This design comes from an exercise in tuning for small area, a short achievable clock period and few clock cycles on the open sky130 flow, not from production work. At most, simulation tests tie the RTL to the original design; equivalence was not proved.

lane 1:
// bignum_top
module bignum_top
(
    input  logic              i_clk,
    input  logic              i_rst_n,
    input  logic              i_req_valid,
    output logic              o_req_ready,
    input  logic [1:0]        i_req_op,
    input  logic [19:0]       i_req_a_addr,
    input  logic [19:0]       i_req_b_addr,
    input  logic [19:0]       i_req_dst_addr,
    input  logic [7:0]        i_req_a_len,
    input  logic [7:0]        i_req_b_len,
    output logic              o_rsp_valid,
    input  logic              i_rsp_ready,
    output logic [7:0]        o_rsp_len,
    output logic [19:0]       o_mem_addr,
    output logic              o_mem_we,
    output logic [15:0]       o_mem_wdata,
    input  logic [15:0]       i_mem_rdata
);
Size: ~420 flip-flops, ~150 I/O pins, about 27000 µm² of cells after synthesis.
Settings: LEC_CHECK=0, ABC_AREA=1, ABC_CLOCK_PERIOD_IN_PS=3000, CAP_MARGIN=20, CORE_MARGIN=5, CORE_UTILIZATION=40, SETUP_SLACK_MARGIN=5, SLEW_MARGIN=20; clock period 9.0 ns.
standard.sh (not shown) runs the stock make flow with config.mk's settings and CLKGATE_MAP_FILE= SYNTH_SCRIPT=/design/flow/synth_recipe.tcl, a recipe that flattens the netlist after the stock synthesis.
==> flow/flow/run.sh <==
#!/bin/bash
# The standard layout flow (the standard.sh: the standard synthesis, then
# ORFS to the final layout with the same SDC and clock period), except that
# every input and output port gets a sky130_fd_sc_hd__buf_1 as its port
# buffer instead of the cell buffer_ports picks by default. Each tool's full
# output goes to its ORFS log under orfs/logs; make's output to standard.log.
set -euo pipefail
bash standard.sh "BUFFER_PORTS_ARGS=-buffer_cell sky130_fd_sc_hd__buf_1" SETUP_SLACK_MARGIN=5.4 finish > standard.log 2>&1
Testbench counts of lane 1, summed over its fixed seeds: cycles 11,716.
Here is what was changed in the inputs of lane 2 compared with lane 1.
--- a/flow/design.v
+++ b/flow/design.v
@@ -1058,34 +1058,37 @@
     logic [19:0] n_addr;
     logic [1:0]  b_x, b_y;
     logic [7:0]  x_len, y_len;           
     logic        m1_valid;
     logic [1:0]  m1_slot;
     assign accept = i_req_valid && ready_q && (state == S_IDLE);
     assign swap   = (i_req_b_len < i_req_a_len);
     assign b_x    = swap_q ? B_B : B_A;
     assign b_y    = swap_q ? B_A : B_B;
     assign x_len  = (mfirst && swap_q) ? ylen : cnt_a;
     assign y_len  = (mfirst && swap_q) ? cnt_a : ylen;
-    logic [1:0]  x_k1;
+    logic [1:0]  x_k1, a_k1, b_k1;
+    logic [1:0]  k1_q;                   
     function automatic logic [1:0] mod3(input logic [7:0] v);
         logic [3:0] t;
         t = {3'd0, v[0]} + {3'd0, v[2]} + {3'd0, v[4]} + {3'd0, v[6]}
           + {2'd0, v[1], 1'b0} + {2'd0, v[3], 1'b0} + {2'd0, v[5], 1'b0} + {2'd0, v[7], 1'b0};
         case (t)
             4'd0, 4'd3, 4'd6, 4'd9, 4'd12: mod3 = 2'd0;
             4'd1, 4'd4, 4'd7, 4'd10:        mod3 = 2'd1;
             default:                        mod3 = 2'd2;
         endcase
     endfunction
-    assign x_k1 = (mod3(x_len) == 2'd0) ? 2'd3 : mod3(x_len);
+    assign a_k1 = (mod3(i_req_a_len) == 2'd0) ? 2'd3 : mod3(i_req_a_len);
+    assign b_k1 = (mod3(i_req_b_len) == 2'd0) ? 2'd3 : mod3(i_req_b_len);
+    assign x_k1 = k1_q;
     always_comb begin
         n_state = state;
         n_we    = 1'b0;
         n_bsel  = B_D;
         n_osel  = O_W;
         n_ozero = 1'b0;
         n_oinc  = 1'b0;
         case (state)
             S_IDLE: ;
             S_RESP: ;
             S_RA: begin
@@ -1287,22 +1290,23 @@
             base_b <= i_req_b_addr;
             base_d <= i_req_dst_addr;
             o_x    <= i_req_op[1] ? 8'd0 : 8'd1;
             o_y    <= i_req_op[1] ? 8'd1 : 8'd0;
             o_w    <= 8'd0;
             swap_q <= swap;
             is_sub <= (i_req_op == 2'd1);
             is_add <= (i_req_op == 2'd0);
             elem0  <= 1'b1;
             chunk0 <= 1'b1;
             mfirst <= 1'b1;
+            k1_q   <= swap ? b_k1 : a_k1;
             if (i_req_op[1]) begin
                 cnt_a  <= i_req_a_len;
                 ylen   <= i_req_b_len;
             end else begin
                 cnt_a  <= i_req_a_len - 8'd1;
                 a_z    <= (i_req_a_len == 8'd1);
                 a_o    <= (i_req_a_len == 8'd2);
                 cnt_b  <= i_req_b_len;
                 b_z    <= 1'b0;
                 b_o    <= (i_req_b_len == 8'd1);
             end
--- outcome ---
In terms of total wire length, lane 1 and lane 2 differ only marginally.
Delta (lane 2 minus lane 1): detailed-routed wire length on met2 rose 2.6%, post-route minimum period +0.35 ns, post-cts repair resize count now sits higher, count of vias placed by the detailed router +236.
Diff lane 1 -> lane 2 | area of the die | increase of about 0.8%
| final area | lane 1 vs lane 2 | ≈ equal |
input pin to flip-flop as the category of the most critical setup path was reported by lane 2, and flip-flop to flip-flop by lane 1.
Diff lane 1 -> lane 2: global-route usage now sits higher.
Only the layout flow was run in lane 2; the RTL was not checked for function there.

## static timing again, ports no longer ideal
In the flow no input, the clock included, has a driving cell. The finished layouts below were timed again as built, in two steps.
Step 1 (the two cells are an assumption about what drives the block):
set clk [get_ports {i_clk}]
set_driving_cell -lib_cell sky130_fd_sc_hd__clkbuf_16 $clk
set_driving_cell -lib_cell sky130_fd_sc_hd__buf_2 [delete_from_list [all_inputs] $clk]
Step 2 adds t to the input delays and takes it off the output delays; t is the mean of the earliest and latest rising clock arrival at the registers after step 1. Input paths then give back, and output paths get back, about the clock's delay inside the block.
Three values: ideal ports, drivers, drivers and shift; two values: the first two.
| run | t, ns | setup WS [ns] | worst slew at a driven data input, ns |
|---|---|---|---|
| lane 1 | 0.643 | 5.357 / 5.357 / 5.357 | 0.09 |
| lane 2 | 0.657 | 5.011 / 5.035 / 4.378 | 0.08 |
After both steps every run listed still meets setup and hold. For lane 2, which loses most, drivers alone change the setup slack by +0.024 ns; drivers and shift together by -0.633 ns.
